What follows belongs to an exercise in optimizing a design on an open flow for small area, a short achievable clock period and few clock cycles per item; a production flow would make more cautious choices. The RTL was checked by simulation tests, not by an equivalence proof against the original design. No activity file was given, so power comes from the tool's default toggle rates.

## yarrow
// pipe_divider
module pipe_divider (
    input  logic        clk,
    input  logic        rst,
    input  logic        in_valid,
    output logic        in_ready,
    input  logic [31:0] dividend,
    input  logic [31:0] divisor,
    output logic        out_valid,
    input  logic        out_ready,
    output logic [31:0] quotient,
    output logic [31:0] remainder,
    output logic        div_by_zero
);
Size: about 990 cells after synthesis, ~120 flip-flops, ~140 I/O pins.
==> flow/config.mk <==
export PLATFORM = sky130hd
export DESIGN_NAME = pipe_divider
export DESIGN_NICKNAME = pipe_divider
export VERILOG_FILES = /design/flow/design.v
export SDC_FILE = /design/flow/constraint.sdc
export NUM_CORES = 4
export LEC_CHECK = 0
export CAP_MARGIN = 20
export CORE_MARGIN = 2
export CORE_UTILIZATION = 40
export CTS_BUF_LIST = sky130_fd_sc_hd__clkbuf_8
export SETUP_SLACK_MARGIN = 1.8
export SLEW_MARGIN = 20
==> flow/constraint.sdc <==
create_clock -name core_clock -period 5.5 [get_ports {clk}]
set_input_delay 1.1000 -clock core_clock [delete_from_list [all_inputs] [get_ports {clk}]]
set_output_delay 1.1000 -clock core_clock [all_outputs]
set_load 0.01 [all_outputs]
standard.sh (not shown) runs the stock make flow with config.mk's settings and CLKGATE_MAP_FILE= SYNTH_SCRIPT=/design/flow/synth_recipe.tcl, a recipe that flattens the netlist after the stock synthesis.
==> flow/flow/run.sh <==
#!/bin/bash
# Standard layout (the standard.sh, unchanged synthesis and steps), except that the
# port buffers that global placement inserts use the smallest plain buffer instead of
# the delay buffer buffer_ports picks by default. Each port still gets its own buffer.
set -euo pipefail
export BUFFER_PORTS_ARGS="-buffer_cell sky130_fd_sc_hd__buf_1"
bash standard.sh > standard.log 2>&1
The final layout from yarrow, which completed every stage, passed the timing, design-rule and antenna checks at the end of the flow.
Testbench counts of yarrow, summed over its fixed seeds: cycles 69,732, items 8,000.
Modified inputs, pepper compared to yarrow
# yarrow
export LEC_CHECK = 0
export CAP_MARGIN = 20
export CORE_MARGIN = 2
export CORE_UTILIZATION = 40
export CTS_BUF_LIST = sky130_fd_sc_hd__clkbuf_8
export SETUP_SLACK_MARGIN = 1.8
export SLEW_MARGIN = 20
create_clock -name core_clock -period 5.5 [get_ports {clk}]
# pepper
export LEC_CHECK = 0
export ABC_AREA = 1
export CAP_MARGIN = 20
export CORE_MARGIN = 2
export CORE_UTILIZATION = 40
export CTS_BUF_LIST = sky130_fd_sc_hd__clkbuf_8
export SETUP_SLACK_MARGIN = 2.8
export SLEW_MARGIN = 20
create_clock -name core_clock -period 5.5 [get_ports {clk}]
### Flow results
| cell area after technology mapping | pepper vs yarrow | worse |
Going from yarrow to pepper, first-pass GRT wire length increased by 9.8% relative to the old numbers; post-DP HPWL picked up an extra 13%.
The run showing the greater total number of cells along the worst setup path is yarrow.
Compared with yarrow, pepper is hungrier on power.
pepper vs yarrow: number of clock-tree buffers in the layout down in pepper
Compared with yarrow, pepper shows a proportion of final cell area spent on non-clock buffers that is 0.31 points higher.
Higher post-route non-filler standard cell count among yarrow and pepper: pepper
The reported combinational group power in pepper sits about 28% above the value recorded for yarrow.
Input-level comparison between juniper and pepper:
# pepper
export LEC_CHECK = 0
export ABC_AREA = 1
export CAP_MARGIN = 20
export CORE_MARGIN = 2
export CORE_UTILIZATION = 40
export CTS_BUF_LIST = sky130_fd_sc_hd__clkbuf_8
export SETUP_SLACK_MARGIN = 2.8
export SLEW_MARGIN = 20
create_clock -name core_clock -period 5.5 [get_ports {clk}]
# juniper
export LEC_CHECK = 0
export CAP_MARGIN = 20
export CORE_MARGIN = 2
export CORE_UTILIZATION = 40
export CTS_BUF_LIST = sky130_fd_sc_hd__clkbuf_8
export SETUP_SLACK_MARGIN = 2.2
export SLEW_MARGIN = 20
create_clock -name core_clock -period 5.5 [get_ports {clk}]
==> flow/flow/run.sh <==
#!/bin/bash
# Standard layout (the standard.sh: same synthesis script and steps), except:
# - the port buffers that global placement inserts use the smallest plain buffer instead
#   of the delay buffer buffer_ports picks by default; each port still gets its own buffer;
# - no adder-cell mapping (ADDER_MAP_FILE empty), so ABC maps the arithmetic as plain gates.
set -euo pipefail
export BUFFER_PORTS_ARGS="-buffer_cell sky130_fd_sc_hd__buf_1"
bash standard.sh ADDER_MAP_FILE= finish > standard.log 2>&1
Notes after the runs:
- Sort pepper and juniper by adder and majority gate portion of the synthesized area desc -> top: pepper
- Compared with pepper, juniper instantiates a smaller number of standard cells.
- reg2reg as the worst hold path class was reported by pepper, and in2async by juniper.
- Looking at met3 global-route usage, juniper sits 1.3 points below pepper.
[inputs] amber vs juniper
# juniper
export LEC_CHECK = 0
export CAP_MARGIN = 20
export CORE_MARGIN = 2
export CORE_UTILIZATION = 40
export CTS_BUF_LIST = sky130_fd_sc_hd__clkbuf_8
export SETUP_SLACK_MARGIN = 2.2
export SLEW_MARGIN = 20
create_clock -name core_clock -period 5.5 [get_ports {clk}]
# amber
export LEC_CHECK = 0
export ABC_AREA = 1
export CAP_MARGIN = 20
export CORE_MARGIN = 2
export CORE_UTILIZATION = 40
export CTS_BUF_LIST = sky130_fd_sc_hd__clkbuf_8
export CTS_CLUSTER_DIAMETER = 120
export CTS_CLUSTER_SIZE = 40
export SETUP_SLACK_MARGIN = 2.8
export SLEW_MARGIN = 20
create_clock -name core_clock -period 5.5 [get_ports {clk}]
==> flow/flow/run.sh <==
#!/bin/bash
# Standard layout (the standard.sh, unchanged synthesis and steps), except that the
# port buffers that global placement inserts use the smallest plain buffer instead of
# the delay buffer buffer_ports picks by default. Each port still gets its own buffer.
set -euo pipefail
export BUFFER_PORTS_ARGS="-buffer_cell sky130_fd_sc_hd__buf_1"
bash standard.sh > standard.log 2>&1
--- outcome ---
- Horizontal die dimension sits higher in amber than in juniper.
- Of the two values seen for kind of critical path, reg2reg was produced by juniper and in2out by amber.
- Against juniper, amber comes in 5.4 mm higher on first-pass GRT wire length.
- Diff juniper -> amber: die area higher, arrival time at the worst endpoint lower, critical path depth lower, core utilization lower.
- In summary, amber completed successfully, with a layout that passed the timing, design-rule and antenna checks.
- in2async as the class of the most critical hold timing path was reported by juniper, and reg2reg by amber.
- Run comparison: amber startpoint of the most critical setup path out_ready; juniper startpoint of the most critical setup path dv[0]$_DFF_P_
- In the tables for amber and juniper, met2 usage reads lower with juniper.
- Taking juniper as the reference, in amber slew at the pin closest to its max-slew limit went down 0.084 ns; well-tap cell count went up 10.

## afterwards: timing with drivers on the ports
The flow's constraints put no driver on any port. The routed layouts listed below were extracted and timed again, unchanged, in two steps.
Step 1, drivers: a clkbuf_16 drives clk and a buf_2 each remaining input, both assumed.
Step 2 also shifts input and output timing later by t, the mid clock arrival at the registers, as if the neighbouring blocks saw the same clock.
Three values: no drivers, after step 1, after step 2; two values: the first two.
run | t, ns | slack for setup (ns) | clock arrival spread, ns
yarrow | 0.485 | 2.105 / 2.105 / 1.837 | 0.013 / 0.013
pepper | 0.504 | 2.826 / 2.802 / 2.429 | 0.023 / 0.023
juniper | 0.510 | 2.214 / 2.214 / 1.955 | 0.021 / 0.021
amber | 0.504 | 2.826 / 2.802 / 2.429 | 0.023 / 0.023
After both steps every run listed still meets setup and hold.
